This is an optimization exercise on Yosys and OpenROAD, whose aim is small area, a short achievable clock period and few clock cycles per item, not a production implementation. RTL that was checked went through simulation tests only; none was proved equivalent to the original. Function not checked in runs 4 to 6: the RTL went through the layout flow alone.

**design/flow/run.sh**
```bash
#!/bin/bash
# synth_recipe.tcl (not shown) runs the flow's synth.tcl, then flattens the netlist and writes it again
# the make line also repeats each setting of config.mk as NAME=value (left out here)
make -C /OpenROAD-flow-scripts/flow DESIGN_CONFIG=/design/flow/config.mk WORK_HOME=/design/flow/orfs CLKGATE_MAP_FILE= SYNTH_SCRIPT=/design/flow/synth_recipe.tcl finish
```
**design/flow/config.mk**
```make
export PLATFORM = sky130hd
export DESIGN_NAME = page_table_translate_lru_fifo_core
export DESIGN_NICKNAME = page_table_translate_lru_fifo_core
export VERILOG_FILES = /design/flow/design.v
export SDC_FILE = /design/flow/constraint.sdc
export NUM_CORES = 4
export LEC_CHECK = 0
export ABC_CLOCK_PERIOD_IN_PS = 3500
export CAP_MARGIN = 20
export CORE_MARGIN = 2
export CORE_UTILIZATION = 40
export SETUP_SLACK_MARGIN = 3.0
export SLEW_MARGIN = 20
```
**design/flow/constraint.sdc**
```tcl
create_clock -name core_clock -period 6.5 [get_ports {clk}]
set_input_delay 1.3000 -clock core_clock [delete_from_list [all_inputs] [get_ports {clk}]]
set_output_delay 1.3000 -clock core_clock [all_outputs]
set_load 0.01 [all_outputs]
```
**design/flow/design.v**
```verilog
module page_table_translate_lru_fifo_core #(
	parameter int MAX_ENTRIES = 16,
	parameter int ADDR_BITS   = 16
) (
	input  logic        clk,
	input  logic        arst_n,
	input  logic        push,
	output logic        full,
	input  logic [15:0] virtual_address,
	output logic        empty,
	input  logic        pop,
	output logic        fault,
	output logic [3:0]  frame,
	output logic [19:0] physical_address,
	input  logic        cfg_valid,
	output logic        cfg_ready,
	input  logic [1:0]  cfg_index,
	input  logic [15:0] cfg_data
);
	localparam int NS = 8;  
	logic [15:0] ps_q;    
	logic [4:0]  n_q;     
	logic        pol_q;   
	logic [17:0] ps3_q;   
	assign cfg_ready = 1'b1;
	always_ff @(posedge clk or negedge arst_n) begin
		if (!arst_n) begin
			ps_q  <= 16'd256;
			n_q   <= 5'd16;
			pol_q <= 1'b0;
		end else if (cfg_valid) begin
			case (cfg_index)
				2'd0: ps_q <= (cfg_data == 16'd0) ? 16'd1 : cfg_data;
				2'd1: n_q <= (cfg_data[4:0] == 5'd0) ? 5'd1 :
				             (cfg_data[4] && (cfg_data[3:0] != 4'd0)) ? 5'd16 : cfg_data[4:0];
				2'd2: pol_q <= cfg_data[0];
				default: begin
				end
			endcase
		end
	end
	always_ff @(posedge clk) begin
		ps3_q <= {2'b00, ps_q} + {1'b0, ps_q, 1'b0};
	end
	logic [16:0] ps2;
	assign ps2 = {ps_q, 1'b0};
	logic adv;       
	logic hv_q, kv_q;
	assign adv   = !kv_q;
	assign full  = kv_q;
	assign empty = !hv_q;
	logic        v_q [NS+1];
	logic [15:0] x_q [NS+1];
	logic [15:0] q_q [NS+1];
	logic [15:0] x_d [NS+1];
	logic [15:0] q_d [NS+1];
	assign x_d[0] = virtual_address;
	assign q_d[0] = 16'd0;
	genvar k;
	generate
		for (k = 1; k <= NS; k++) begin : g_div
			localparam int J = 16 - 2 * k;  
			localparam int W = 2 * k;       
			logic [W-1:0] t;
			logic [W:0]   d1, d2, d3;
			logic         c1, c2, c3;
			logic         z1, z2, z3;
			logic [W-1:0] nt;
			logic [1:0]   qb;
			assign t  = x_q[k-1][15:J];
			assign z1 = (W >= 16) ? 1'b1 : (ps_q  >> W) == 16'd0;
			assign z2 = (ps2 >> W) == 17'd0;
			assign z3 = (ps3_q >> W) == 18'd0;
			assign d1 = {1'b0, t} - {1'b0, ps_q[W-1:0]};
			assign d2 = {1'b0, t} - {1'b0, ps2[W-1:0]};
			assign d3 = {1'b0, t} - {1'b0, ps3_q[W-1:0]};
			assign c1 = z1 && !d1[W];
			assign c2 = z2 && !d2[W];
			assign c3 = z3 && !d3[W];
			assign qb = c3 ? 2'd3 : c2 ? 2'd2 : c1 ? 2'd1 : 2'd0;
			assign nt = c3 ? d3[W-1:0] : c2 ? d2[W-1:0] : c1 ? d1[W-1:0] : t;
			if (J > 0) begin : g_lo
				assign x_d[k] = {nt, x_q[k-1][J-1:0]};
			end else begin : g_last
				assign x_d[k] = nt;
			end
			assign q_d[k] = q_q[k-1] | (16'(qb) << J);
		end
	endgenerate
	logic [15:0] e_pg [16];
	logic [3:0]  e_fr [16];
	logic [4:0]  vc_q;      
	logic [15:0] vm_q;      
	logic        ft_q;      
	logic [15:0] pre_d;
	logic        prv_d;
	logic [15:0] pre_q;
	logic        prv_q;
	logic [15:0] ush_q;     
	logic [15:0] uwt_q;     
	logic [15:0] pg_t;
	assign pg_t = q_q[NS];
	genvar j;
	generate
		for (j = 0; j < 16; j++) begin : g_pre
			assign pre_d[j] = (e_pg[j] == q_d[NS]);
		end
	endgenerate
	assign prv_d = (pg_t == q_d[NS]);
	logic        tp;        
	logic [15:0] eq, ge, first, top, inst, sh, wt;
	logic        hit, lru_hit, evict, install, rot;
	logic [3:0]  hf, nf;
	assign tp = adv && v_q[NS];
	always_comb begin
		for (int i = 0; i < 16; i++) begin
			if (ush_q[i]) eq[i] = pre_q[(i + 1) % 16];
			else if (uwt_q[i]) eq[i] = prv_q;
			else eq[i] = pre_q[i];
		end
		eq = eq & vm_q;
		ge[0] = eq[0];
		for (int i = 1; i < 16; i++) ge[i] = ge[i-1] | eq[i];
		first[0] = eq[0];
		for (int i = 1; i < 16; i++) first[i] = eq[i] & !ge[i-1];
		for (int i = 0; i < 15; i++) top[i] = vm_q[i] & !vm_q[i+1];
		top[15] = vm_q[15];
		inst[0] = !vm_q[0];
		for (int i = 1; i < 16; i++) inst[i] = vm_q[i-1] & !vm_q[i];
		hit     = ge[15];
		lru_hit = hit && !pol_q;
		evict   = !hit && ft_q;
		install = !hit && !ft_q;
		rot     = lru_hit || evict;
		for (int i = 0; i < 15; i++) sh[i] = tp && vm_q[i+1] && (evict || (lru_hit && ge[i]));
		sh[15] = 1'b0;
		for (int i = 0; i < 16; i++) wt[i] = tp && ((rot && top[i]) || (install && inst[i]));
		hf = 4'd0;
		for (int i = 0; i < 16; i++) hf = hf | (first[i] ? e_fr[i] : 4'd0);
		nf = install ? vc_q[3:0] : (hit ? hf : e_fr[0]);
	end
	always_ff @(posedge clk) begin
		for (int i = 0; i < 16; i++) begin
			if (sh[i]) begin
				e_pg[i] <= e_pg[(i + 1) % 16];
				e_fr[i] <= e_fr[(i + 1) % 16];
			end else if (wt[i]) begin
				e_pg[i] <= pg_t;
				e_fr[i] <= nf;
			end
		end
	end
	logic [4:0]  vc_inc;
	logic [15:0] vm_same, vm_inc;
	assign vc_inc = vc_q + 5'd1;
	always_comb begin
		for (int i = 0; i < 16; i++) begin
			vm_same[i] = (5'(i) < vc_q)   && (5'(i) < n_q);
			vm_inc[i]  = (5'(i) < vc_inc) && (5'(i) < n_q);
		end
	end
	always_ff @(posedge clk or negedge arst_n) begin
		if (!arst_n) begin
			vc_q <= 5'd0;
			vm_q <= 16'd0;
			ft_q <= 1'b0;
		end else if (tp && install) begin
			vc_q <= vc_inc;
			vm_q <= vm_inc;
			ft_q <= (vc_inc >= n_q);
		end else begin
			vm_q <= vm_same;
			ft_q <= (vc_q >= n_q);
		end
	end
	logic        r_v_q, r_fault_q;
	logic [3:0]  r_frame_q;
	logic [15:0] r_off_q;
	always_ff @(posedge clk or negedge arst_n) begin
		if (!arst_n) begin
			for (int i = 0; i <= NS; i++) v_q[i] <= 1'b0;
			r_v_q <= 1'b0;
		end else if (adv) begin
			v_q[0] <= push;
			for (int i = 1; i <= NS; i++) v_q[i] <= v_q[i-1];
			r_v_q <= v_q[NS];
		end
	end
	always_ff @(posedge clk) begin
		if (adv) begin
			for (int i = 0; i <= NS; i++) begin
				x_q[i] <= x_d[i];
				q_q[i] <= q_d[i];
			end
			pre_q     <= pre_d;
			prv_q     <= prv_d;
			ush_q     <= sh;
			uwt_q     <= wt;
			r_fault_q <= !hit;
			r_frame_q <= nf;
			r_off_q   <= x_q[NS];
		end
	end
	logic [19:0] phys_d;
	assign phys_d = r_fault_q ? 20'd0 :
		((r_frame_q[0] ? {4'd0, ps_q}       : 20'd0) +
		 (r_frame_q[1] ? {3'd0, ps_q, 1'b0} : 20'd0) +
		 (r_frame_q[2] ? {2'd0, ps_q, 2'b0} : 20'd0) +
		 (r_frame_q[3] ? {1'd0, ps_q, 3'b0} : 20'd0) +
		 {4'd0, r_off_q});
	logic        h_fault_q, k_fault_q;
	logic [3:0]  h_frame_q, k_frame_q;
	logic [19:0] h_phys_q, k_phys_q;
	logic        rpush, hpop;
	assign rpush = adv && r_v_q;
	assign hpop  = pop && hv_q;
	always_ff @(posedge clk or negedge arst_n) begin
		if (!arst_n) begin
			hv_q <= 1'b0;
			kv_q <= 1'b0;
		end else begin
			if (hpop) begin
				hv_q <= kv_q || rpush;
				kv_q <= 1'b0;
			end else if (rpush) begin
				hv_q <= 1'b1;
				kv_q <= hv_q;
			end
		end
	end
	always_ff @(posedge clk) begin
		if (hpop && kv_q) begin
			h_fault_q <= k_fault_q;
			h_frame_q <= k_frame_q;
			h_phys_q  <= k_phys_q;
		end else if (rpush && (hpop || !hv_q)) begin
			h_fault_q <= r_fault_q;
			h_frame_q <= r_frame_q;
			h_phys_q  <= phys_d;
		end
		if (rpush && hv_q && !hpop) begin
			k_fault_q <= r_fault_q;
			k_frame_q <= r_frame_q;
			k_phys_q  <= phys_d;
		end
	end
	assign fault            = h_fault_q;
	assign frame            = h_frame_q;
	assign physical_address = h_phys_q;
endmodule
```
==> impl_metrics.env, run 1 <==
export IMPL_clk_latency_ps=680
export IMPL_port_buffers=65
export IMPL_placed_area_um2=49010
export IMPL_dp_hpwl_um=86080
export IMPL_synth_edf_count=655
export IMPL_grt_setup_unrepaired="yes"
export IMPL_skew_ps=34.40
export IMPL_rows=124
export IMPL_multiInputGateArea_um2=25600
export IMPL_clk_pin_slew_ps=60
export IMPL_regToRegEndpoint="h_phys_q[16]"
export IMPL_wirelength_um=137900
export IMPL_netlist_area_um2=45880
export IMPL_fmax_mhz=223.1
export IMPL_synthTopCellsByArea="edfxtp_1, ha_1, xor2_1"
export IMPL_layout_min_cycle_time_ps=4482
export IMPL_die_y_um=342.7
export IMPL_r2r_cells=18
export IMPL_cp_endpoint="h_phys_q[16]"
export IMPL_gr_max_usage_layer="met2"
export IMPL_maxSlewViolCount=0
export IMPL_syn_avg_cell_area_um2=11.32
export IMPL_hold_path_class="reg -> reg"
export IMPL_numCtsBuffers=82
export IMPL_crit_type="reg -> reg"
export IMPL_drt_vias_per_instance=5.632
export IMPL_cp_max_fo=5
export IMPL_ioPinCount=67
export IMPL_ys_flop_type="edfxtp_1"
export IMPL_maxCapViolations=0
export IMPL_slew_headroom_pct=28.00
export IMPL_hold_violations=0
export IMPL_layout_drive_gt1_share_pct=24.72
export IMPL_grtUsageMet3_pct=2.615
export IMPL_async_reset_ff_share_pct=7.682
export IMPL_post_place_ws_ps=1410
export IMPL_end_kind="register"
export IMPL_dieArea_um2=117400
export IMPL_finalSetupTns_ps=0
export IMPL_critPathLaunch="r_frame_q[1]"
export IMPL_synth_common_cells="edfxtp_1, ha_1, nor2_1, xor2_1, a21oi_1"
export IMPL_critPathRequiredTime_ps=6910
export IMPL_yosys_area_top_type_share_pct=42.87
export IMPL_coreArea_um2=114000
export IMPL_fin_crit_sh_pct=68.95
export IMPL_wl_per_cell_um=22.93
export IMPL_grt_pass1_vias=32359
export IMPL_grt_use_met1_pct=27.97
export IMPL_ant_nets=0
export IMPL_track_usage_pct=21.68
export IMPL_status="no timing/DRC/antenna violations"
export IMPL_area_growth_pct=23.82
export IMPL_vias=33859
export IMPL_ys_types=93
export IMPL_overflow=0
export IMPL_synthesis_nets=4434
export IMPL_drc=0
export IMPL_yosysSeqAreaShare_pct=46.72
export IMPL_finish_instance_area_um2=56800
export IMPL_clk_root_buffer_cell="clkbuf_16"
export IMPL_setup_slack_ps=2018
export IMPL_worstMarginPinSlew_ps=1074
export IMPL_fill_cells=9916
export IMPL_grt_max_degree=80
export IMPL_r2r_start="r_frame_q[1]"
export IMPL_nNetsFinal=4810
export IMPL_yosys_warnings=8
export IMPL_cts_sinks=729
export IMPL_cts_tree="yes"
export IMPL_r2r_slack_ps=2020
export IMPL_worstSetupStartpointType="register"
export IMPL_synth_most_common_cell="edfxtp_1"
export IMPL_setup_viol=0
export IMPL_seq_area_um2=21440
export IMPL_antenna_found_initial=1
export IMPL_cts_buffer_depth=3
export IMPL_synth_cells=4054
export IMPL_grt_pass1_wl_um=196100
export IMPL_cts_max_level=3
export IMPL_synth_largest_area_cell="edfxtp_1"
export IMPL_first_pass_iters=6
export IMPL_routabilityCongestion=0.8705
export IMPL_synth_seq_cells=729
export IMPL_arrival_ps=4890
export IMPL_final_util_pct=49.81
export IMPL_initial_utilization_pct=40.23
export IMPL_drtIter0Drc=2704
export IMPL_die_x_um=342.7
export IMPL_met2_usage_pct=37.01
-- logic make-up after synthesis --
family	share of synthesized area, %
AO/OA/AOI/OAI	12.18
buffers and inverters	3.453
other	0.008174
adder cells (fa/ha/maj)	10.43
multiplexers	8.739
flip-flops	46.72
XOR/XNOR	7.503
AND/OR/NAND/NOR	10.97
-- metal layers --
layer / up-vias / wire (µm) / part of all wire, %
li1: 15678 / - / -
met1: 16634 / 56380 / 41
met2: 1204 / 66470 / 48
met3: 343 / 7189 / 5.2
met4: 0 / 7816 / 5.7
met5: - / 0 / 0
-- per-stage QoR --
step	std cells	hold WS (ps)
floorplan	4054	400.3
global placement	5555	401.1
detailed placement	5557	404.5
CTS	5837	417.9
global route	6010	420.9
finish	6012	416.5
-- placed cells by master, fill, tap and decap left out, drive strengths merged, types with 157 or more instances in the layout --
master and n:
buf 324, xor2 236, xnor2 157, ha 272, mux2 283, nand2 222
o21ai 228, inv 231, edfxtp 655, nor2 264, a21oi 235
-- sequential cells by signal, summed over array words and instances (netlist names), 18 cells and up --
name      cells
q_q          72
ps3_q        18
e_fr         64
k_phys_q     20
h_phys_q     20
e_pg        256
x_q         144
-- final cells by class --
| class | count | share of cell area [%] |
|---|---|---|
| diodes | 2 | 0.008811 |
| inverters | 235 | 1.599 |
| flip-flops and latches | 729 | 37.75 |
| multi-input cells | 2983 | 45.06 |
| clock buffers | 118 | 4.088 |
| repair inverters | 1 | 0.008811 |
| repair buffers | 398 | 7.448 |
| well taps | 1512 | 3.331 |
| clock inverters | 34 | 0.7005 |
-- worst max-delay path, stage by stage, from the launching register on --
cell and delay, ps:
edfxtp_1 430, buf_6 150, buf_6 120, and2_4 150, fa_1 460, fa_1 530, inv_2 40, fa_1 510
inv_2 50, ha_4 230, or2_4 220, o311a_1 130, and4_1 170, a211oi_2 280, a21oi_2 120, a31oi_2 240
buf_4 160, xor2_2 160, o31ai_1 80
-- worst min path at each step --
stage            endpoint        from  cells after the start
6_report       x_q[1][12]  x_q[0][12]                      0
5_1_grt         q_q[5][8]   q_q[4][8]                      0
4_1_cts         x_q[1][1]   x_q[0][1]                      0
3_5_place_dp   q_q[3][14]  q_q[2][14]                      0
3_3_place_gp   q_q[4][14]  q_q[3][14]                      0
2_1_floorplan  q_q[2][14]  q_q[1][14]                      0
-- repair_timing --
action	4_1_cts	5_1_grt
hold buffers	0	0
setup buffers	104	124
setup endpoints to repair	866	647
resized for setup	229	301
pin swaps	96	108
cloned	24	49
Testbench counts, summed over its fixed seeds: cycles 8,371, items 7,251.
==> run 2: changes to the inputs <==
--- a/design/flow/config.mk
+++ b/design/flow/config.mk
@@ -6,8 +6,6 @@
 export NUM_CORES = 4
 export LEC_CHECK = 0
-export ABC_CLOCK_PERIOD_IN_PS = 3500
 export CAP_MARGIN = 20
 export CORE_MARGIN = 2
 export CORE_UTILIZATION = 40
-export SETUP_SLACK_MARGIN = 3.0
 export SLEW_MARGIN = 20
==> run 2 against run 1 <==
Against the previous run:
- critical path depth shrank 2
- hold slack lost 29 ps
- clock-buffer cell count shrank 19
- non-clock buffer count shrank 262
- routed wire length shrank 14%
- synthesized cell count is the same
- area after synthesis is the same
- maximum frequency shrank 14%
- via count shrank 7.6%
==> impl_metrics.env, run 2 <==
export IMPL_status="no timing/DRC/antenna violations"
export IMPL_stdcell_count=5703
export IMPL_coreArea_um2=114000
export IMPL_worstMarginPinSlew_ps=1130
export IMPL_ioPinCount=67
export IMPL_cts_tree="yes"
export IMPL_first_pass_iters=6
export IMPL_antenna_found_initial=2
export IMPL_regMostFlops="e_pg"
export IMPL_synthesis_nets=4434
export IMPL_dp_hpwl_um=83860
export IMPL_synth_compound_area_share_pct=12.18
export IMPL_skew_ps=47.41
export IMPL_cp_max_fo=18
export IMPL_top_regs="e_pg (256), x_q (144), q_q (72)"
export IMPL_post_cts_buffers=0
export IMPL_maxCapViolations=0
export IMPL_synthTopCellsByArea="edfxtp_1, ha_1, xor2_1"
export IMPL_synth_common_cells="edfxtp_1, ha_1, nor2_1, xor2_1, a21oi_1"
export IMPL_async_reset_ff_share_pct=7.682
export IMPL_grt_pass1_wl_um=184800
export IMPL_cpPeakStageDelay_ps=630
export IMPL_numCtsBuffers=84
export IMPL_routabilityCongestion=0.8601
export IMPL_hold_violations=0
export IMPL_hold_path_class="reg -> reg"
export IMPL_synth_top_family_by_area="compound AO/OA/AOI/OAI gates"
export IMPL_critPathRequiredTime_ps=6920
export IMPL_slew_headroom_pct=24.30
export IMPL_die_y_um=342.7
export IMPL_clk_pin_slew_ps=60
export IMPL_clk_root_buffer_cell="clkbuf_16"
export IMPL_wirelength_um=119000
export IMPL_die_x_um=342.7
export IMPL_holdBufCountCts=0
export IMPL_synth_most_common_cell="edfxtp_1"
export IMPL_drc=0
export IMPL_synthSimpleGateAreaFrac_pct=10.97
export IMPL_ant_nets=0
export IMPL_synth_cells=4054
export IMPL_worstSetupStartpointType="register"
export IMPL_rows=124
export IMPL_layout_commonest_cell="edfxtp_1"
export IMPL_synth_seq_cells=729
export IMPL_grt_setup_unrepaired="no"
export IMPL_ys_flop_type="edfxtp_1"
export IMPL_final_cell_mix="edfxtp_1, ha_1, nor2_1"
export IMPL_path_common_cell="fa_1"
export IMPL_overflow=0
export IMPL_drt_vias_per_instance=5.486
export IMPL_path_cells="and2_1 -> fa_1 -> fa_1 -> inv_1 -> fa_1 -> inv_1 -> ha_1 -> a211oi_1 -> o21ai_0 -> and4_1 -> a211oi_1 -> a21oi_1 -> a31oi_1 -> o21ai_0 -> xnor2_1 -> o31ai_1"
export IMPL_fill_cells=10501
export IMPL_yosysSeqAreaShare_pct=46.72
export IMPL_layout_min_cycle_time_ps=5193
export IMPL_dieArea_um2=117400
export IMPL_initial_utilization_pct=40.23
export IMPL_yosys_warnings=8
export IMPL_drtIter0Drc=2275
export IMPL_netlist_area_um2=45880
export IMPL_cp_slowest_cell="edfxtp_1"
export IMPL_yosys_area_top_type_share_pct=42.87
export IMPL_final_util_pct=44.99
export IMPL_syn_avg_cell_area_um2=11.32
export IMPL_grt_max_degree=144
export IMPL_cts_max_level=3
export IMPL_port_buffers=65
export IMPL_synth_largest_area_cell="edfxtp_1"
export IMPL_synth_edf_count=655
export IMPL_layout_drive_gt1_share_pct=12.80
export IMPL_maxSlewViolCount=0
export IMPL_setup_viol=0
export IMPL_nNetsFinal=4499
export IMPL_muxShareOfSynthArea_pct=8.739
export IMPL_wl_per_cell_um=20.86
export IMPL_cts_buffer_depth=3
export IMPL_fin_crit_sh_pct=79.89
export IMPL_dpl_cell_count=5543
export IMPL_crit_type="reg -> reg"
export IMPL_ys_types=93
export IMPL_cts_resized_gates=0
export IMPL_area_growth_pct=11.84
export IMPL_grt_pass1_vias=31394
export IMPL_cts_sinks=729
export IMPL_clk_latency_ps=690
export IMPL_largest_reg_flops=256
export IMPL_track_usage_pct=20.19
export IMPL_vias=31289
export IMPL_end_kind="register"
export IMPL_fmax_mhz=192.6
export IMPL_synthAdderAreaFrac_pct=10.43
export IMPL_arrival_ps=5610
export IMPL_synthXorXnorAreaFrac_pct=7.503
[run 2: worst paths after layout]
path | start | endpoint | slack (ps) | cells past startpoint
max in group asynchronous | arst_n | ps_q[1] | 5150 | 2
max | r_frame_q[0] | h_phys_q[18] | 1310 | 16
min | x_q[8][2] | r_off_q[2] | 390 | 0
max reg2reg | r_frame_q[0] | h_phys_q[18] | 1310 | 16
min in group asynchronous | arst_n | ps_q[3] | 790 | 2
min reg2reg | x_q[8][2] | r_off_q[2] | 390 | 0
[run 2: cell type report]
cell class,instances,area (µm²),share of cell area [%]
sequential,729,21440,41.78
clock buffer,99,2158,4.207
antenna,2,5.005,0.009755
clock inverter,57,708.2,1.380
tap,1512,1892,3.687
inverter,235,885.9,1.727
timing repair buffer,136,1219,2.375
multi-input combinational,2933,23000,44.83
[run 2: cells by family (layout without fill, tap and decap cells)]
logic type	after synthesis	count (layout)
compound gates	852	852
xor+xnor	393	393
fa+ha+maj	341	341
buf+inv	392	527
flops	729	729
mux	334	334
other cells	1	3
simple gates	1012	1012
[run 2: metrics by stage]
stage	setup TNS [ps]	instance area, µm²	setup WS, ps	hold slack (ps)
2_1_floorplan	-23490	45940	-336.2	400.3
3_3_place_gp	0	48370	1380	401.6
3_5_place_dp	0	48380	1293	404.5
4_1_cts	0	51240	1268	393.5
5_1_grt	0	51300	961.9	407.5
6_report	0	51310	1307	387.5
[run 2: metal layers]
layer	routed length, µm	track usage (%)	vias up
met5	0	0	-
met4	3140	5.729	0
met3	5749	2.781	185
met1	52100	26.62	15334
met2	57960	34.59	802
li1	-	-	14968
[run 2: worst max-delay path, delay by kind of cell (launching register included)]
family | cells | cell delay (ps)
buffers and inverters | 2 | 110
flip-flops | 1 | 630
XOR/XNOR | 1 | 220
adder cells (fa/ha/maj) | 4 | 1920
AO/OA/AOI/OAI | 7 | 1560
AND/OR/NAND/NOR | 2 | 490
==> run 3: changes to the inputs <==
--- a/design/flow/config.mk
+++ b/design/flow/config.mk
@@ -6,6 +6,8 @@
 export NUM_CORES = 4
 export LEC_CHECK = 0
+export ABC_CLOCK_PERIOD_IN_PS = 3000
 export CAP_MARGIN = 20
 export CORE_MARGIN = 2
-export CORE_UTILIZATION = 40
+export CORE_UTILIZATION = 55
+export SETUP_SLACK_MARGIN = 3.5
 export SLEW_MARGIN = 20
==> run 3 against run 2 <==
Against the previous run:
- the layout now fails its checks (max-capacitance violations, max-slew violations)
- cell count rose by 3.4%
- critical path type unchanged
- largest cell class unchanged
- register-to-register slack improved by 560 ps
- die area fell by 27%
- non-clock buffer count rose by 586
- first-iteration DRC count rose by 75%
- critical endpoint is now h_phys_q[19]
- clock-buffer cell count fell by 3
==> impl_metrics.env, run 3 <==
export IMPL_layout_min_cycle_time_ps=4630
export IMPL_synth_edf_count=655
export IMPL_rows=105
export IMPL_skew_ps=70.01
export IMPL_clk_latency_ps=680
export IMPL_async_reset_ff_share_pct=7.682
export IMPL_arrival_ps=5040
export IMPL_die_x_um=292.8
export IMPL_port_buffers=65
export IMPL_coreArea_um2=82370
export IMPL_routabilityCongestion=0.9105
export IMPL_first_pass_iters=9
export IMPL_synth_seq_cells=729
export IMPL_layout_commonest_cell="edfxtp_1"
export IMPL_violations="max-capacitance violations, max-slew violations"
export IMPL_yosys_warnings=8
export IMPL_hold_violations=0
export IMPL_setup_slack_ps=1870
export IMPL_area_growth_pct=38.61
export IMPL_cts_max_level=3
export IMPL_hold_path_class="reg -> reg"
export IMPL_synth_cells=4054
export IMPL_status="complete, but fails checks"
export IMPL_fin_crit_sh_pct=71.23
export IMPL_wirelength_um=176100
export IMPL_cts_tree="yes"
export IMPL_grt_pass1_wl_um=233900
export IMPL_cp_max_fo=4
export IMPL_ioPinCount=67
export IMPL_finalSetupTns_ps=0
export IMPL_drtIter0Drc=3986
export IMPL_grt_setup_unrepaired="yes"
export IMPL_post_place_ws_ps=1308
export IMPL_ys_flop_type="edfxtp_1"
export IMPL_maxSlewViolCount=11
export IMPL_antenna_found_initial=7
export IMPL_layout_drive_gt1_share_pct=37.52
export IMPL_initial_utilization_pct=55.69
export IMPL_track_usage_pct=36.23
export IMPL_clk_pin_slew_ps=70
export IMPL_synth_common_cells="edfxtp_1, ha_1, nor2_1, xor2_1, a21oi_1"
export IMPL_fmax_mhz=216.0
export IMPL_cts_buffer_depth=3
export IMPL_largest_reg_flops=256
export IMPL_crit_type="reg -> reg"
export IMPL_ys_types=93
export IMPL_end_kind="register"
export IMPL_clk_root_buffer_cell="clkbuf_16"
export IMPL_wl_per_cell_um=29.86
export IMPL_synth_most_common_cell="edfxtp_1"
export IMPL_numCtsBuffers=83
export IMPL_synthesis_nets=4434
export IMPL_die_y_um=292.8
export IMPL_yosysSeqAreaShare_pct=46.72
export IMPL_slew_headroom_pct=-2.979
export IMPL_dieArea_um2=85730
export IMPL_dp_hpwl_um=92020
export IMPL_worstMarginPinSlew_ps=1538
export IMPL_worstSetupStartpointType="register"
export IMPL_holdBufCountCts=0
export IMPL_setup_viol=0
export IMPL_drc=0
export IMPL_synthTopCellsByArea="edfxtp_1, ha_1, xor2_1"
export IMPL_netlist_area_um2=45880
export IMPL_critPathRequiredTime_ps=6910
export IMPL_regMostFlops="e_pg"
export IMPL_cts_sinks=729
export IMPL_yosys_area_top_type_share_pct=42.87
export IMPL_final_cell_mix="edfxtp_1, buf_4, ha_1"
export IMPL_vias=38831
export IMPL_drt_vias_per_instance=6.583
export IMPL_fill_cells=4725
export IMPL_maxCapViolations=1
export IMPL_grt_pass1_vias=38272
export IMPL_grt_max_degree=90
export IMPL_syn_avg_cell_area_um2=11.32
export IMPL_synth_largest_area_cell="edfxtp_1"
export IMPL_top_regs="e_pg (256), x_q (144), q_q (72)"
export IMPL_nNetsFinal=5137
export IMPL_ant_nets=0
export IMPL_overflow=0
[run 3: changes by cell type in the layout (fill, tap and decap cells not counted), moves of 68 or more]
cell     change
nor2_1      -68
mux2_2     -103
o21ai_0     -89
mux2_4     +131
buf_12     +102
a21oi_2     +95
buf_6      +216
a21oi_1    -114
buf_4      +191
[run 3: metal layers]
layer / vias to the layer above / share of wire (%) / global-route usage (%) / wire length, µm
li1: 16337 / - / - / -
met1: 19006 / 33 / 40.40 / 57810
met2: 2415 / 46 / 61.49 / 81800
met3: 1067 / 10 / 7.383 / 17560
met4: 6 / 11 / 26.88 / 18920
met5: - / 0.025 / 0 / 44
[run 3: final timing paths]
check	startpoint	end	slack (ps)	cells past startpoint
max	r_frame_q[2]	h_phys_q[19]	1870	19
min in group asynchronous	arst_n	ps_q[11]	770	2
min	x_q[8][9]	r_off_q[9]	360	0
min reg2reg	x_q[8][9]	r_off_q[9]	360	0
max in group asynchronous	arst_n	kv_q	5080	2
max reg2reg	r_frame_q[2]	h_phys_q[19]	1870	19
[run 3: cell type report]
cell class | instances | area, µm² | share of cell area, %
diodes | 7 | 17.52 | 0.02755
clock inverters | 54 | 696.9 | 1.096
multi-input cells | 2986 | 28160 | 44.28
repair buffers | 722 | 8773 | 13.80
flip-flops and latches | 729 | 21450 | 33.73
well taps | 1070 | 1339 | 2.105
inverters | 235 | 977.2 | 1.537
clock buffers | 96 | 2178 | 3.426
[run 3: worst max-delay path, cell delays in order (launching register included)]
cell and delay, ps:
edfxtp_1 500, buf_6 170, and2_4 140, fa_2 380, fa_1 540, inv_1 50
fa_1 490, inv_2 50, ha_4 150, inv_2 50, fa_2 220, nor2b_4 50
o31a_1 290, o41a_1 420, nand4_1 140, a31o_2 200, o21ai_2 70, a31oi_1 170
xnor2_1 180, o31ai_1 100
[run 3: what timing repair did]
action | CTS | global route
gates resized for setup | 919 | 503
pin swaps | 252 | 236
endpoints found under the setup margin | 975 | 828
cloned | 82 | 18
buffers inserted | 409 | 130
[run 3: per-stage QoR]
| step | hold slack, ps | instances | util, % | instance area (µm²) |
|---|---|---|---|---|
| finish | 360.2 | 5899 | 77.19 | 63590 |
| global route | 379.2 | 5892 | 77.17 | 63570 |
| CTS | 382.3 | 5742 | 72.55 | 59760 |
| detailed placement | 404.5 | 5101 | 58.71 | 48360 |
| global placement | 400.6 | 5100 | 58.67 | 48330 |
| floorplan | 400.3 | 4054 | - | 46590 |
[run 3: logic make-up after synthesis]
family	share of synthesized area, %
buf+inv	3.453
other cells	0.008174
compound gates	12.18
mux	8.739
flops	46.72
fa+ha+maj	10.43
simple gates	10.97
xor+xnor	7.503
==> run 4: changes to the inputs <==
--- a/design/flow/design.v
+++ b/design/flow/design.v
@@ -18,5 +18,4 @@
 	input  logic [15:0] cfg_data
 );
-	localparam int NS = 8;  
 	logic [15:0] ps_q;    
 	logic [4:0]  n_q;     
@@ -50,14 +49,11 @@
 	assign full  = kv_q;
 	assign empty = !hv_q;
-	logic        v_q [NS+1];
-	logic [15:0] x_q [NS+1];
-	logic [15:0] q_q [NS+1];
-	logic [15:0] x_d [NS+1];
-	logic [15:0] q_d [NS+1];
-	assign x_d[0] = virtual_address;
-	assign q_d[0] = 16'd0;
+	localparam logic [8:1] REGM = 8'b1111_1101;
+	logic [15:0] xi [1:8], xs [1:8], xr [1:8];
+	logic [15:0] qi [1:8], qs [1:8], qr [1:8];
+	logic        vi [1:8], vr [1:8];
 	genvar k;
 	generate
-		for (k = 1; k <= NS; k++) begin : g_div
+		for (k = 1; k <= 8; k++) begin : g_div
 			localparam int J = 16 - 2 * k;  
 			localparam int W = 2 * k;       
@@ -68,11 +64,32 @@
 			logic [W-1:0] nt;
 			logic [1:0]   qb;
-			assign t  = x_q[k-1][15:J];
+			if (k == 1) begin : g_in
+				assign xi[k] = virtual_address;
+				assign qi[k] = 16'd0;
+				assign vi[k] = push;
+			end else if (REGM[k-1]) begin : g_reg
+				assign xi[k] = xr[k-1];
+				assign qi[k] = qr[k-1];
+				assign vi[k] = vr[k-1];
+			end else begin : g_comb
+				assign xi[k] = xs[k-1];
+				assign qi[k] = qs[k-1];
+				assign vi[k] = vi[k-1];
+			end
+			assign t  = xi[k][15:J];
 			assign z1 = (W >= 16) ? 1'b1 : (ps_q  >> W) == 16'd0;
 			assign z2 = (ps2 >> W) == 17'd0;
-			assign z3 = (ps3_q >> W) == 18'd0;
+			if (k == 1) begin : g_z3
+				assign z3 = (ps_q[15:1] == 15'd0);
+			end else begin : g_z3r
+				assign z3 = (ps3_q >> W) == 18'd0;
+			end
 			assign d1 = {1'b0, t} - {1'b0, ps_q[W-1:0]};
 			assign d2 = {1'b0, t} - {1'b0, ps2[W-1:0]};
-			assign d3 = {1'b0, t} - {1'b0, ps3_q[W-1:0]};
+			if (k == 1) begin : g_d3
+				assign d3 = {1'b0, t} - {1'b0, ps_q[1] ^ ps_q[0], ps_q[0]};
+			end else begin : g_d3r
+				assign d3 = {1'b0, t} - {1'b0, ps3_q[W-1:0]};
+			end
 			assign c1 = z1 && !d1[W];
 			assign c2 = z2 && !d2[W];
@@ -81,9 +98,24 @@
 			assign nt = c3 ? d3[W-1:0] : c2 ? d2[W-1:0] : c1 ? d1[W-1:0] : t;
 			if (J > 0) begin : g_lo
-				assign x_d[k] = {nt, x_q[k-1][J-1:0]};
+				assign xs[k] = {nt, xi[k][J-1:0]};
 			end else begin : g_last
-				assign x_d[k] = nt;
-			end
-			assign q_d[k] = q_q[k-1] | (16'(qb) << J);
+				assign xs[k] = nt;
+			end
+			assign qs[k] = qi[k] | (16'(qb) << J);
+			if (REGM[k]) begin : g_ff
+				always_ff @(posedge clk or negedge arst_n) begin
+					if (!arst_n) begin
+						vr[k] <= 1'b0;
+					end else if (adv) begin
+						vr[k] <= vi[k];
+					end
+				end
+				always_ff @(posedge clk) begin
+					if (adv) begin
+						xr[k] <= xs[k];
+						qr[k] <= qs[k];
+					end
+				end
+			end
 		end
 	endgenerate
@@ -100,17 +132,17 @@
 	logic [15:0] uwt_q;     
 	logic [15:0] pg_t;
-	assign pg_t = q_q[NS];
+	assign pg_t = qr[8];
 	genvar j;
 	generate
 		for (j = 0; j < 16; j++) begin : g_pre
-			assign pre_d[j] = (e_pg[j] == q_d[NS]);
+			assign pre_d[j] = (e_pg[j] == qs[8]);
 		end
 	endgenerate
-	assign prv_d = (pg_t == q_d[NS]);
+	assign prv_d = (pg_t == qs[8]);
 	logic        tp;        
 	logic [15:0] eq, ge, first, top, inst, sh, wt;
 	logic        hit, lru_hit, evict, install, rot;
 	logic [3:0]  hf, nf;
-	assign tp = adv && v_q[NS];
+	assign tp = adv && vr[8];
 	always_comb begin
 		for (int i = 0; i < 16; i++) begin
@@ -179,18 +211,11 @@
 	always_ff @(posedge clk or negedge arst_n) begin
 		if (!arst_n) begin
-			for (int i = 0; i <= NS; i++) v_q[i] <= 1'b0;
 			r_v_q <= 1'b0;
 		end else if (adv) begin
-			v_q[0] <= push;
-			for (int i = 1; i <= NS; i++) v_q[i] <= v_q[i-1];
-			r_v_q <= v_q[NS];
+			r_v_q <= vr[8];
 		end
 	end
 	always_ff @(posedge clk) begin
 		if (adv) begin
-			for (int i = 0; i <= NS; i++) begin
-				x_q[i] <= x_d[i];
-				q_q[i] <= q_d[i];
-			end
 			pre_q     <= pre_d;
 			prv_q     <= prv_d;
@@ -199,14 +224,24 @@
 			r_fault_q <= !hit;
 			r_frame_q <= nf;
-			r_off_q   <= x_q[NS];
+			r_off_q   <= xr[8];
 		end
 	end
 	logic [19:0] phys_d;
-	assign phys_d = r_fault_q ? 20'd0 :
-		((r_frame_q[0] ? {4'd0, ps_q}       : 20'd0) +
-		 (r_frame_q[1] ? {3'd0, ps_q, 1'b0} : 20'd0) +
-		 (r_frame_q[2] ? {2'd0, ps_q, 2'b0} : 20'd0) +
-		 (r_frame_q[3] ? {1'd0, ps_q, 3'b0} : 20'd0) +
-		 {4'd0, r_off_q});
+	logic [17:0] m_lo, m_hi;
+	always_comb begin
+		case (r_frame_q[1:0])
+			2'd0: m_lo = 18'd0;
+			2'd1: m_lo = {2'b00, ps_q};
+			2'd2: m_lo = {1'b0, ps2};
+			default: m_lo = ps3_q;
+		endcase
+		case (r_frame_q[3:2])
+			2'd0: m_hi = 18'd0;
+			2'd1: m_hi = {2'b00, ps_q};
+			2'd2: m_hi = {1'b0, ps2};
+			default: m_hi = ps3_q;
+		endcase
+	end
+	assign phys_d = r_fault_q ? 20'd0 : ({4'd0, r_off_q} + {2'd0, m_lo} + {m_hi, 2'b00});
 	logic        h_fault_q, k_fault_q;
 	logic [3:0]  h_frame_q, k_frame_q;
--- a/design/flow/config.mk
+++ b/design/flow/config.mk
@@ -6,8 +6,8 @@
 export NUM_CORES = 4
 export LEC_CHECK = 0
-export ABC_CLOCK_PERIOD_IN_PS = 3000
+export ABC_CLOCK_PERIOD_IN_PS = 2500
 export CAP_MARGIN = 20
 export CORE_MARGIN = 2
 export CORE_UTILIZATION = 55
-export SETUP_SLACK_MARGIN = 3.5
+export SETUP_SLACK_MARGIN = 3.7
 export SLEW_MARGIN = 20
==> run 4 against run 3 <==
Against the previous run:
- now clean on timing, DRC and antenna
- setup slack gained 410 ps
- area after synthesis shrank 4.0%
- die area down 3.9%
- non-clock buffer count decreased by 92
- sequential cell count is 38 lower
- synthesized cell count fell by 4.1%
- global-route usage is 1.8 points higher
- critical path type unchanged
==> impl_metrics.env, run 4 <==
export IMPL_die_x_um=287.0
export IMPL_antenna_found_initial=3
export IMPL_routabilityCongestion=0.9289
export IMPL_synth_cells=3889
export IMPL_cts_max_level=3
export IMPL_finalSetupTns_ps=0
export IMPL_fill_cells=4878
export IMPL_ys_types=91
export IMPL_setup_viol=0
export IMPL_grt_max_degree=179
export IMPL_drc=0
export IMPL_grt_pass1_vias=36263
export IMPL_cts_buffer_depth=3
export IMPL_synth_edf_count=619
export IMPL_worstMarginPinSlew_ps=1147
export IMPL_initial_utilization_pct=55.65
export IMPL_clk_latency_ps=650
export IMPL_ys_flop_type="edfxtp_1"
export IMPL_dp_hpwl_um=90410
export IMPL_synth_common_cells="edfxtp_1, mux2_2, xnor2_1, ha_1, nand2_1"
export IMPL_numCtsBuffers=79
export IMPL_synth_seq_cells=691
export IMPL_overflow=0
export IMPL_drt_vias_per_instance=6.607
export IMPL_worstSetupStartpointType="register"
export IMPL_async_reset_ff_share_pct=7.815
export IMPL_grt_pass1_wl_um=232500
export IMPL_regMostFlops="e_pg"
export IMPL_cpPeakStageDelay_ps=420
export IMPL_yosys_warnings=11
export IMPL_yosys_area_top_type_share_pct=42.21
export IMPL_ant_nets=0
export IMPL_track_usage_pct=38.08
export IMPL_fmax_mhz=236.9
export IMPL_synthTopCellsByArea="edfxtp_1, mux2_2, ha_1"
export IMPL_cts_tree="yes"
export IMPL_largest_reg_flops=256
export IMPL_layout_commonest_cell="edfxtp_1"
export IMPL_top_regs="e_pg (256), xr (112), qr (68)"
export IMPL_layout_drive_gt1_share_pct=36.37
export IMPL_grt_setup_unrepaired="yes"
export IMPL_vias=37089
export IMPL_coreArea_um2=79130
export IMPL_path_cells="inv_1 -> ha_1 -> inv_1 -> fa_1 -> a21o_1 -> a21oi_1 -> nor2_4 -> nand2b_4 -> mux2_4 -> mux2i_4 -> ha_4 -> nor2b_4 -> o21ai_2 -> a21boi_2 -> o21ai_2 -> a21oi_4 -> nand2_1 -> o21ai_1 -> a21oi_2 -> mux2_2"
export IMPL_maxSlewViolCount=0
export IMPL_syn_avg_cell_area_um2=11.32
export IMPL_wl_per_cell_um=30.22
export IMPL_holdBufCountCts=0
export IMPL_die_y_um=287.0
export IMPL_fin_crit_sh_pct=64.95
export IMPL_cts_sinks=691
export IMPL_final_cell_mix="edfxtp_1, xnor2_1, buf_4"
export IMPL_rows=103
export IMPL_cp_slowest_cell="edfxtp_1"
export IMPL_critPathRequiredTime_ps=6900
export IMPL_hold_violations=0
export IMPL_port_buffers=65
export IMPL_slew_headroom_pct=23.54
export IMPL_netlist_area_um2=44040
export IMPL_cp_max_fo=8
export IMPL_maxCapViolations=0
export IMPL_synth_largest_area_cell="edfxtp_1"
export IMPL_wirelength_um=169700
export IMPL_nNetsFinal=4846
export IMPL_arrival_ps=4620
export IMPL_drtIter0Drc=3945
export IMPL_holdWs_ps=399.9
export IMPL_r2r_slack_ps=2280
export IMPL_synth_most_common_cell="edfxtp_1"
export IMPL_yosysSeqAreaShare_pct=46.10
export IMPL_synthesis_nets=4236
export IMPL_end_kind="register"
export IMPL_dieArea_um2=82350
export IMPL_clk_pin_slew_ps=70
export IMPL_ioPinCount=67
export IMPL_layout_min_cycle_time_ps=4222
export IMPL_area_growth_pct=35.66
export IMPL_status="no timing/DRC/antenna violations"
export IMPL_first_pass_iters=6
export IMPL_hold_path_class="reg -> reg"
export IMPL_crit_type="reg -> reg"
export IMPL_skew_ps=36.46
export IMPL_clk_root_buffer_cell="clkbuf_16"
==> run 4: cell count changes in the layout (fill, tap and decap cells not counted), moves of 27 or more <==
cell / change
xnor2_1: +126
edfxtp_1: -36
xor2_1: -114
and2_1: -44
clkdlybuf4s50_1: -27
fa_1: -28
nand4_1: +27
mux2_2: +131
a21oi_2: -63
inv_1: -58
mux2_4: -61
buf_6: -52
==> run 4: final timing paths <==
path                       cells after the start      start         to
hold reg to reg                                0   xr[1][6]   xr[3][6]
max in group asynchronous                      2     arst_n    ps_q[1]
hold / removal                                 0   xr[1][6]   xr[3][6]
min in group asynchronous                      2     arst_n    vc_q[3]
setup reg to reg                              20  xr[1][12]  xr[3][13]
setup / recovery                              20  xr[1][12]  xr[3][13]
==> run 4: through the flow <==
| stage | utilization (%) | worst slack (ps) | cells | area (µm²) |
|---|---|---|---|---|
| after floorplan | - | 263.1 | 3889 | 44820 |
| after global placement | 58.69 | 1125 | 4902 | 46440 |
| after detailed placement | 58.70 | 975.9 | 4902 | 46450 |
| after CTS | 70.97 | 2308 | 5445 | 56150 |
| after global routing | 75.49 | 2104 | 5611 | 59730 |
| final | 75.50 | 2278 | 5614 | 59740 |
==> run 4: kinds of logic after synthesis <==
family                   synth area share (%)
AO/OA/AOI/OAI                           11.81
flip-flops                              46.10
adder cells (fa/ha/maj)                 9.416
other                                0.008515
AND/OR/NAND/NOR                         11.02
multiplexers                            10.37
XOR/XNOR                                8.114
buffers and inverters                   3.171
==> run 4: final cells by class <==
cell class              instances  area, µm²  area share, %
diodes                          3      7.507        0.01257
clock buffers                  90       2018          3.378
clock inverters                53      807.0          1.351
inverters                     166      703.2          1.177
multi-input cells            2928      27160          45.46
flip-flops and latches        691      20330          34.04
well taps                    1050       1314          2.199
repair buffers                630       7371          12.34
repair inverters                3      28.78        0.04817
==> run 4: worst max-delay path, delay by kind of cell, from the launching register on <==
family | cells | cell delay, ps
adders and majority gates | 3 | 750
muxes | 3 | 860
DFF | 1 | 420
buffers and inverters | 2 | 210
and+or+nand+nor | 4 | 430
AOI/OAI and AO/OA | 8 | 1290
==> run 4: layer usage <==
layer / global-route usage [%] / vias to the layer above / share of wire (%)
li1: - / 15826 / -
met1: 43.25 / 18200 / 35
met2: 64.10 / 2285 / 47
met3: 6.992 / 776 / 9.0
met4: 28.50 / 2 / 9.2
met5: 0 / - / 0.0065
==> run 4: timing repair <==
| item | CTS | global route |
|---|---|---|
| setup endpoints to repair | 932 | 823 |
| gates resized for setup | 738 | 439 |
| gates cloned | 94 | 19 |
| pin swaps | 216 | 246 |
| buffers inserted | 306 | 145 |
==> run 5: changes to the inputs <==
--- a/design/flow/config.mk
+++ b/design/flow/config.mk
@@ -6,8 +6,7 @@
 export NUM_CORES = 4
 export LEC_CHECK = 0
-export ABC_CLOCK_PERIOD_IN_PS = 2500
+export ABC_CLOCK_PERIOD_IN_PS = 4000
 export CAP_MARGIN = 20
 export CORE_MARGIN = 2
 export CORE_UTILIZATION = 55
-export SETUP_SLACK_MARGIN = 3.7
 export SLEW_MARGIN = 20
==> run 5 against run 4 <==
Against the previous run:
- critical endpoint unchanged
- first-iteration DRC count shrank 32%
- hold slack lost 3.0 ps
- largest cell class unchanged
- core utilization shrank 14 points
- sequential share of layout area grew 7.9 points
- register-to-register slack lost 1400 ps
- critical path depth shrank 3
- area after synthesis is the same
- via count shrank 15%
- routed wire length shrank 25%
==> impl_metrics.env, run 5 <==
export IMPL_holdWs_ps=396.9
export IMPL_post_cts_buffers=0
export IMPL_rows=103
export IMPL_area_growth_pct=9.890
export IMPL_synth_common_cells="edfxtp_1, mux2_2, xnor2_1, ha_1, nand2_1"
export IMPL_synthesis_nets=4236
export IMPL_first_pass_iters=5
export IMPL_antenna_found_initial=2
export IMPL_grt_pass1_wl_um=192200
export IMPL_arrival_ps=5980
export IMPL_hold_path_class="reg -> reg"
export IMPL_dpl_cell_count=4897
export IMPL_drc=0
export IMPL_skew_ps=23.77
export IMPL_r2r_cells=17
export IMPL_synth_most_common_cell="edfxtp_1"
export IMPL_netlist_area_um2=44040
export IMPL_nNetsFinal=4276
export IMPL_ys_flop_type="edfxtp_1"
export IMPL_wirelength_um=126400
export IMPL_ant_nets=0
export IMPL_synthAdderAreaFrac_pct=9.416
export IMPL_async_reset_ff_share_pct=7.815
export IMPL_cts_buffer_depth=3
export IMPL_cp_slowest_cell="a21oi_1"
export IMPL_cts_max_level=3
export IMPL_dieArea_um2=82350
export IMPL_dp_hpwl_um=89410
export IMPL_antenna_cells=0
export IMPL_synth_seq_cells=691
export IMPL_numCtsBuffers=78
export IMPL_muxShareOfSynthArea_pct=10.37
export IMPL_status="no timing/DRC/antenna violations"
export IMPL_hold_depth=0
export IMPL_synth_cells=3889
export IMPL_path_cells="nor4_1 -> nand4_1 -> or3_1 -> or3_1 -> nor4_4 -> mux2i_1 -> buf_4 -> ha_1 -> nor2b_1 -> o21ai_0 -> a21boi_0 -> o21ai_0 -> a21oi_1 -> nand2_1 -> o21ai_1 -> a21oi_1 -> mux2_2"
export IMPL_initial_utilization_pct=55.65
export IMPL_syn_avg_cell_area_um2=11.32
export IMPL_port_buffers=65
export IMPL_synthTopCellsByArea="edfxtp_1, mux2_2, ha_1"
export IMPL_fmax_mhz=178.4
export IMPL_crit_type="reg -> reg"
export IMPL_ys_types=91
export IMPL_maxCapViolations=0
export IMPL_layout_min_cycle_time_ps=5607
export IMPL_drt_vias_per_instance=6.246
export IMPL_yosys_warnings=11
export IMPL_stdcell_count=5039
export IMPL_worstMarginPinSlew_ps=1098
export IMPL_cp_max_fo=8
export IMPL_ioPinCount=67
export IMPL_drtIter0Drc=2693
export IMPL_wl_per_cell_um=25.09
export IMPL_coreArea_um2=79130
export IMPL_holdBufCountCts=0
export IMPL_synth_top_family_by_area="compound AO/OA/AOI/OAI gates"
export IMPL_cts_resized_gates=0
export IMPL_synth_edf_count=619
export IMPL_overflow=0
export IMPL_final_cell_mix="edfxtp_1, mux2_2, xnor2_1"
export IMPL_yosysSeqAreaShare_pct=46.10
export IMPL_synth_largest_area_cell="edfxtp_1"
export IMPL_maxSlewViolCount=0
export IMPL_routabilityCongestion=0.9316
export IMPL_layout_drive_gt1_share_pct=14.92
export IMPL_grt_setup_unrepaired="no"
export IMPL_regMostFlops="e_pg"
export IMPL_synthXorXnorAreaFrac_pct=8.114
export IMPL_setup_viol=0
export IMPL_clk_latency_ps=640
export IMPL_synthSimpleGateAreaFrac_pct=11.02
export IMPL_yosys_area_top_type_share_pct=42.21
export IMPL_clk_pin_slew_ps=60
export IMPL_die_y_um=287.0
export IMPL_top_regs="e_pg (256), xr (112), qr (68)"
export IMPL_hold_violations=0
export IMPL_cpPeakStageDelay_ps=580
export IMPL_largest_reg_flops=256
export IMPL_vias=31476
export IMPL_finalSetupTns_ps=0
export IMPL_cts_tree="yes"
export IMPL_grt_max_degree=141
export IMPL_die_x_um=287.0
export IMPL_end_kind="register"
export IMPL_layout_commonest_cell="edfxtp_1"
export IMPL_critPathRequiredTime_ps=6870
export IMPL_clk_root_buffer_cell="clkbuf_16"
export IMPL_fin_crit_sh_pct=86.26
export IMPL_cts_sinks=691
export IMPL_grt_pass1_vias=32130
export IMPL_synth_compound_area_share_pct=11.81
export IMPL_worstSetupStartpointType="register"
export IMPL_slew_headroom_pct=25.84
export IMPL_track_usage_pct=30.68
## run 5: routing by layer
| metal | track usage (%) | wire [µm] | up-vias |
|---|---|---|---|
| met1 | 38.24 | 50940 | 15648 |
| met4 | 14.83 | 6475 | 0 |
| met3 | 3.563 | 6223 | 292 |
| met2 | 53.08 | 62790 | 1015 |
| met5 | 0 | 0 | - |
| li1 | - | - | 14521 |
## run 5: worst paths after layout
path,from,end,slack (ps)
setup / recovery,ps3_q[16],xr[3][13],890
min in group asynchronous,arst_n,vm_q[1],800
hold reg to reg,qr[6][4],qr[7][4],400
max in group asynchronous,arst_n,ps_q[4],5100
setup reg to reg,ps3_q[16],xr[3][13],890
hold / removal,qr[6][4],qr[7][4],400
## run 5: final cells by class
| type | count | area, µm² |
|---|---|---|
| clock buffers | 102 | 2123 |
| flip-flops and latches | 691 | 20300 |
| fillers | 6410 | 30730 |
| well taps | 1050 | 1314 |
| inverters | 166 | 629.4 |
| multi-input cells | 2861 | 22480 |
| clock inverters | 38 | 381.6 |
| repair buffers | 131 | 1165 |
## run 5: critical path: cells and delay by family, from the launching register on
kind,cells,cell delay (ps)
muxes,2,430
DFF,1,360
buffers and inverters,1,180
AOI/OAI and AO/OA,6,1260
and+or+nand+nor,7,2770
adders and majority gates,1,320
## run 5: kinds of logic after synthesis
kind of cell	after synthesis
multiplexers	412
other	1
buffers and inverters	337
flip-flops	691
XOR/XNOR	408
adder cells (fa/ha/maj)	308
AO/OA/AOI/OAI	782
AND/OR/NAND/NOR	950
## run 5: stage by stage
stage	area [µm²]	utilization [%]	worst slack, ps
finish	48390	61.16	893.1
global route	48390	61.16	342.2
CTS	48340	61.09	1018
detailed placement	45830	57.92	1016
global placement	45800	57.88	1123
floorplan	44040	-	114.2
==> run 6: changes to the inputs <==
--- a/design/flow/config.mk
+++ b/design/flow/config.mk
@@ -10,3 +10,5 @@
 export CORE_MARGIN = 2
 export CORE_UTILIZATION = 55
+export SETUP_SLACK_MARGIN = 2.0
 export SLEW_MARGIN = 20
+export TNS_END_PERCENT = 5
==> run 6 against run 5 <==
Against the previous run:
- register-to-register slack improved by 1100 ps
- global-route usage rose by 0.12 points
- routed wire length grew 1.2%
- setup slack better by 1100 ps
- still clean
- sequential share of layout area is 0.48 points lower
- maximum frequency up 26%
==> impl_metrics.env, run 6 <==
export IMPL_status="no timing/DRC/antenna violations"
export IMPL_placed_area_um2=45900
export IMPL_synthSimpleGateAreaFrac_pct=11.02
export IMPL_worstMarginPinSlew_ps=1233
export IMPL_fmax_mhz=223.9
export IMPL_nNetsFinal=4322
export IMPL_finalSetupTns_ps=0
export IMPL_synth_cells=3889
export IMPL_synth_largest_area_cell="edfxtp_1"
export IMPL_grt_setup_unrepaired="yes"
export IMPL_synth_edf_count=619
export IMPL_fill_cells=6349
export IMPL_layout_min_cycle_time_ps=4466
export IMPL_synthXorXnorAreaFrac_pct=8.114
export IMPL_die_y_um=287.0
export IMPL_dieArea_um2=82350
export IMPL_seq_area_um2=20310
export IMPL_synth_common_cells="edfxtp_1, mux2_2, xnor2_1, ha_1, nand2_1"
export IMPL_critPathRequiredTime_ps=6900
export IMPL_cts_tree="yes"
export IMPL_port_buffers=65
export IMPL_cp_max_fo=58
export IMPL_dpl_cell_count=4908
export IMPL_multiInputGateArea_um2=22610
export IMPL_ant_nets=0
export IMPL_worstSetupStartpointType="register"
export IMPL_rows=103
export IMPL_track_usage_pct=30.80
export IMPL_cts_max_level=3
export IMPL_antenna_found_initial=0
export IMPL_clk_pin_slew_ps=60
export IMPL_initial_utilization_pct=55.65
export IMPL_synth_compound_area_share_pct=11.81
export IMPL_regMostFlops="e_pg"
export IMPL_synth_seq_cells=691
export IMPL_maxSlewViolCount=0
export IMPL_drt_vias_per_instance=6.217
export IMPL_synthesis_nets=4236
export IMPL_coreArea_um2=79130
export IMPL_cts_sinks=691
export IMPL_layout_drive_gt1_share_pct=16.64
export IMPL_vias=31652
export IMPL_drtIter0Drc=2517
export IMPL_area_growth_pct=11.19
export IMPL_dp_hpwl_um=89840
export IMPL_cts_buffer_depth=3
export IMPL_layout_commonest_cell="edfxtp_1"
export IMPL_grt_max_degree=157
export IMPL_largest_reg_flops=256
export IMPL_ys_flop_type="edfxtp_1"
export IMPL_maxCapViolations=0
export IMPL_ioPinCount=67
export IMPL_hold_violations=0
export IMPL_synthAdderAreaFrac_pct=9.416
export IMPL_yosysSeqAreaShare_pct=46.10
export IMPL_muxShareOfSynthArea_pct=10.37
export IMPL_setup_viol=0
export IMPL_fin_crit_sh_pct=68.71
export IMPL_synthTopCellsByArea="edfxtp_1, mux2_2, ha_1"
export IMPL_skew_ps=50.08
export IMPL_grt_pass1_wl_um=193400
export IMPL_clk_latency_ps=660
export IMPL_routabilityCongestion=0.9199
export IMPL_numCtsBuffers=79
export IMPL_die_x_um=287.0
export IMPL_stdcell_count=5091
export IMPL_drc=0
export IMPL_grt_pass1_vias=32336
export IMPL_ys_types=91
export IMPL_overflow=0
export IMPL_hold_path_class="reg -> reg"
export IMPL_finish_instance_area_um2=48960
export IMPL_synth_most_common_cell="edfxtp_1"
export IMPL_yosys_area_top_type_share_pct=42.21
export IMPL_holdBufCountCts=0
export IMPL_hold_depth=0
export IMPL_netlist_area_um2=44040
export IMPL_arrival_ps=4870
export IMPL_syn_avg_cell_area_um2=11.32
export IMPL_clk_root_buffer_cell="clkbuf_16"
export IMPL_final_cell_mix="edfxtp_1, mux2_2, xnor2_1"
export IMPL_r2r_cells=12
export IMPL_wirelength_um=128000
export IMPL_synth_top_family_by_area="compound AO/OA/AOI/OAI gates"
export IMPL_first_pass_iters=6
export IMPL_yosys_warnings=11
export IMPL_slew_headroom_pct=17.17
export IMPL_crit_type="reg -> reg"
export IMPL_wl_per_cell_um=25.13
export IMPL_r2r_slack_ps=2030
export IMPL_top_regs="e_pg (256), xr (112), qr (68)"
export IMPL_end_kind="register"
export IMPL_async_reset_ff_share_pct=7.815
## run 6: changes by cell type in the layout (fill, tap and decap cells not counted), sizes merged
cell	previous run	this run
buf	66	111
clkinv	24	37
clkbuf	103	98
inv	169	164
diode	0	2
clkinvlp	7	8
nor2	205	206
## run 6: worst max-delay path, stage by stage (launching register included)
cell	delay, ps
dfrtp_1	440
inv_1	150
buf_4	400
ha_1	310
o21a_1	130
o31a_1	190
nor4_1	120
o311ai_1	680
nand3_1	240
a211oi_4	270
buf_4	560
nand4b_1	190
o211ai_1	420
## run 6: logic make-up (layout without fill, tap and decap cells)
family	Yosys count	count (layout)
and+or+nand+nor	950	951
xor gates and xnor gates	408	408
muxes	412	412
other	1	3
buffers and inverters	337	486
AOI/OAI and AO/OA	782	782
adders and majority gates	308	308
DFF	691	691
## run 6: area by class of cell
type | count | area share [%]
antenna | 2 | 0.01022
clock buffer | 98 | 4.306
clock inverter | 47 | 0.9327
inverter | 166 | 1.326
multi-input combinational | 2862 | 46.17
sequential | 691 | 41.48
tap | 1050 | 2.683
timing repair buffer | 175 | 3.094
## run 6: final timing paths
path | startpoint | to
worst max register to register | ps_q[2] | pre_q[14]
min in group asynchronous | arst_n | vr[6]
worst max-delay path | ps_q[2] | pre_q[14]
max in group asynchronous | arst_n | ps_q[3]
worst min-delay path | qr[6][5] | qr[7][5]
worst min register to register | qr[6][5] | qr[7][5]
## run 6: repair_timing
item | in CTS | in global routing
setup buffers | 14 | 20
cloned | 0 | 1
setup endpoints to repair | 399 | 519
pin swaps | 5 | 7
hold endpoints to repair | 0 | 0
resized for setup | 30 | 26
## run 6: stage by stage
stage	hold WS, ps	util (%)	worst slack (ps)
after global routing	397.7	61.87	1840
final	390.3	61.88	2034
after floorplan	400.3	-	262.8
after global placement	400.9	57.99	866.9
after detailed placement	404.5	58.01	741.3
after CTS	383.7	61.49	1784
## run 6: per-layer routing
layer / up-vias / GRT usage, % / part of all wire, %
met5: - / 0 / 0
met4: 0 / 14.60 / 5.5
met3: 308 / 4.079 / 5.0
met2: 1040 / 53.90 / 49
met1: 15675 / 37.65 / 40
li1: 14629 / - / -

separate check: timing with driven ports:
Ports are ideal in the flow. The routed layouts listed here were re-timed in OpenROAD. Step 1 sets driving cells, clkbuf_16 on the clock port and buf_2 on the other inputs (assumed; they add their load-dependent delay and slew). Step 2 adds t to the input delays and takes it off the output delays; t is the mean of the earliest and latest rising clock arrival at the registers after step 1. Input paths then give back, and output paths get back, about the clock's delay inside the block. Three values: no drivers, after step 1, after step 2; two values: the first two.
run	t, ns	setup WS [ns]	worst hold slack (ns)	clock arrival spread, ns	worst register clock-pin slew, ns
run 1	0.728	2.018 / 2.018 / 2.018	0.417 / 0.417 / 0.417	0.038 / 0.038	0.07 / 0.07
run 2	0.732	1.307 / 1.307 / 1.307	0.388 / 0.388 / 0.388	0.047 / 0.047	0.07 / 0.07
run 3	0.716	1.870 / 1.870 / 1.870	0.360 / 0.360 / 0.360	0.082 / 0.083	0.07 / 0.07
run 4	0.711	2.278 / 2.278 / 2.278	0.400 / 0.400 / 0.400	0.044 / 0.044	0.08 / 0.08
run 5	0.696	0.893 / 0.893 / 0.893	0.397 / 0.397 / 0.397	0.026 / 0.025	0.06 / 0.06
run 6	0.706	2.034 / 2.034 / 2.034	0.390 / 0.390 / 0.390	0.053 / 0.053	0.07 / 0.07
